This is an optimization exercise on Yosys and OpenROAD, whose aim is small area, not a production implementation. Function was checked by simulation only, so behaviour that the tests miss may differ from the original. Power is estimated from default activity; no workload was simulated. The clock port is modelled as an ideal driver; clocking choices that lean on that would not hold on a real chip.

v56:
// http_date_to_epoch_parser
module http_date_to_epoch_parser (
   input  wire logic               clock,
   input  wire logic               reset,
   input  wire logic [7:0]         req_text_byte,
   input  wire logic               req_first,
   input  wire logic               req_push,
   output logic                    req_full,
   output logic [1:0]              rsp_status,
   output logic signed [39:0]      rsp_epoch_seconds,
   output logic                    rsp_empty,
   input  wire logic               rsp_pop,
   input  wire logic               csr_valid,
   output logic                    csr_ready,
   input  wire logic signed [17:0] csr_zone_offset
);
Size: ~1,900 cells after synthesis, about 530 flip-flops, roughly 77 I/O pins, ~0.019 mm2 of cells after synthesis.
clock: 8.0 ns
lec_check: 0
abc_area: 1
cap_margin: 20
core_margin: 2
core_utilization: 70
slew_margin: 20
standard.sh (not shown) runs the stock make flow with config.mk's settings and CLKGATE_MAP_FILE= SYNTH_SCRIPT=/design/flow/synth_recipe.tcl, a recipe that flattens the netlist after the stock synthesis.
==> flow/flow/run.sh <==
#!/bin/bash
# Standard layout with two placement/CTS options changed:
#  - port buffers use the smallest buffer cell (every port still gets one);
#  - the clock tree is built without dummy load cells.
# Everything else, synthesis included, is the standard flow (standard.sh).
set -e
export BUFFER_PORTS_ARGS="-buffer_cell sky130_fd_sc_hd__buf_1"
export CTS_ARGS="-sink_clustering_enable -repair_clock_nets -dont_use_dummy_load -sink_clustering_size 24 -sink_clustering_max_diameter 100 -buf_list sky130_fd_sc_hd__clkbuf_16"
bash standard.sh > standard.log 2>&1
v56 reached the end of the flow, and the finished layout is clean on the timing, design-rule and antenna checks.
Edits applied to the flow inputs when going from v56 to v47:
diff --git a/flow/flow/run.sh b/flow/flow/run.sh
--- a/flow/flow/run.sh
+++ b/flow/flow/run.sh
@@ -6,4 +6,4 @@
 set -e
 export BUFFER_PORTS_ARGS="-buffer_cell sky130_fd_sc_hd__buf_1"
-export CTS_ARGS="-sink_clustering_enable -repair_clock_nets -dont_use_dummy_load -sink_clustering_size 24 -sink_clustering_max_diameter 100 -buf_list sky130_fd_sc_hd__clkbuf_16"
+export CTS_ARGS="-sink_clustering_enable -repair_clock_nets -dont_use_dummy_load -sink_clustering_size 30 -sink_clustering_max_diameter 100 -buf_list sky130_fd_sc_hd__clkbuf_16"
 bash standard.sh > standard.log 2>&1
diff --git a/flow/config.mk b/flow/config.mk
--- a/flow/config.mk
+++ b/flow/config.mk
@@ -9,4 +9,4 @@
 export CAP_MARGIN = 20
 export CORE_MARGIN = 2
-export CORE_UTILIZATION = 70
+export CORE_UTILIZATION = 75
 export SLEW_MARGIN = 20
Findings:
- Met2 track demand over resource, v56 and v47: lower on v56
- v47 reports a lower total power than v56 does.
- v47 ran to completion and came out clean on the timing, design-rule and antenna checks.
- Die boundary height went down by a few percent going from v56 to v47.
Edits applied to the flow inputs when going from v47 to v32:
diff --git a/flow/flow/run.sh b/flow/flow/run.sh
--- a/flow/flow/run.sh
+++ b/flow/flow/run.sh
@@ -6,4 +6,4 @@
 set -e
 export BUFFER_PORTS_ARGS="-buffer_cell sky130_fd_sc_hd__buf_1"
-export CTS_ARGS="-sink_clustering_enable -repair_clock_nets -dont_use_dummy_load -sink_clustering_size 30 -sink_clustering_max_diameter 100 -buf_list sky130_fd_sc_hd__clkbuf_16"
+export CTS_ARGS="-sink_clustering_enable -repair_clock_nets -dont_use_dummy_load -sink_clustering_size 28 -sink_clustering_max_diameter 100 -buf_list sky130_fd_sc_hd__clkbuf_16"
 bash standard.sh > standard.log 2>&1
diff --git a/flow/config.mk b/flow/config.mk
--- a/flow/config.mk
+++ b/flow/config.mk
@@ -7,6 +7,6 @@
 export LEC_CHECK = 0
 export ABC_AREA = 1
-export CAP_MARGIN = 20
+export CAP_MARGIN = 10
 export CORE_MARGIN = 2
 export CORE_UTILIZATION = 75
-export SLEW_MARGIN = 20
+export SLEW_MARGIN = 10
[summary]
- Per the final summary, v32 finished and its layout is clean on timing, DRC and antenna.
- Worst setup slack | v32 above v47
- Compared with v47, v32 is hungrier on power.
- The cell area after layout of v47 and that of v32 are within noise of each other.
- Clock skew for v32 is lower than for v47.
- Compared with v47, v32 shows via count higher by 175.
> inputs changed (v32 -> v20)
diff --git a/flow/config.mk b/flow/config.mk
--- a/flow/config.mk
+++ b/flow/config.mk
@@ -7,6 +7,6 @@
 export LEC_CHECK = 0
 export ABC_AREA = 1
-export CAP_MARGIN = 10
+export CAP_MARGIN = 20
 export CORE_MARGIN = 2
-export CORE_UTILIZATION = 75
-export SLEW_MARGIN = 10
+export CORE_UTILIZATION = 80
+export SLEW_MARGIN = 20
- Against v32, v20 reports a final period utilization that is higher.
- Between v32 and v20, the worst hold path cell count figures differ only marginally.
- Sequential portion of the cell area: v20 vs v32, no meaningful difference
- Diff v32 -> v20 | via-per-instance ratio | increase of 4.2%
- There was hardly any difference in power in sequential cells between v32 and v20.
- Looking at detailed-routing iteration count for the pre-antenna-repair pass across v20 and v32, the one that comes out higher is v32.
- [v20 vs v32] core utilization: higher in v20
- v20 -> v32: count of input and output buffers delta 0, exact match
- Static leakage of v32 is on par with v20.
- Compared v20 against v32; final-layout clock-cell area share within noise.
What v31 does differently from v20 at the input level:
diff --git a/flow/config.mk b/flow/config.mk
--- a/flow/config.mk
+++ b/flow/config.mk
@@ -9,4 +9,5 @@
 export CAP_MARGIN = 20
 export CORE_MARGIN = 2
-export CORE_UTILIZATION = 80
+export CORE_UTILIZATION = 75
+export GPL_TIMING_DRIVEN = 0
 export SLEW_MARGIN = 20
Notes after the runs:
Relative to v20, starting utilization of the core area decreased by 5.3 points in v31.
Relative to v20, non-clock buffer count increased by 40 in v31.
Diff v20 -> v31: power density over the cells decreased 1.4%, cell total after placement increased about 2.3%.

==> afterwards: timing with drivers on the ports <==
The flow's constraints put no driver on any port. The routed layouts listed below were extracted and timed again, unchanged, in two steps. Step 1, drivers: a clkbuf_16 drives clock and a buf_2 each remaining input, both assumed. Step 2, shift: input delay + t, output delay - t, t = (earliest + latest rising clock arrival at the registers) / 2. This alone moves slack from input paths to output paths. Three values: no drivers, after step 1, after step 2; two values: the first two.
run | shift t [ns] | setup slack, ns | worst hold slack (ns)
v56 | 0.601 | 0.989 / 0.989 / 0.732 | 0.318 / 0.318 / 0.318
v47 | 0.588 | 0.849 / 0.849 / 0.657 | 0.308 / 0.308 / 0.308
v32 | 0.584 | 0.872 / 0.872 / 0.640 | 0.313 / 0.313 / 0.313
v20 | 0.591 | 0.603 / 0.603 / 0.423 | 0.311 / 0.311 / 0.311
v31 | 0.596 | 0.589 / 0.589 / 0.084 | 0.323 / 0.323 / 0.323
After both steps every run listed still meets setup and hold. The setup slack of v31, which loses most, moves by 0.000 ns with the drivers and by -0.505 ns with both steps.
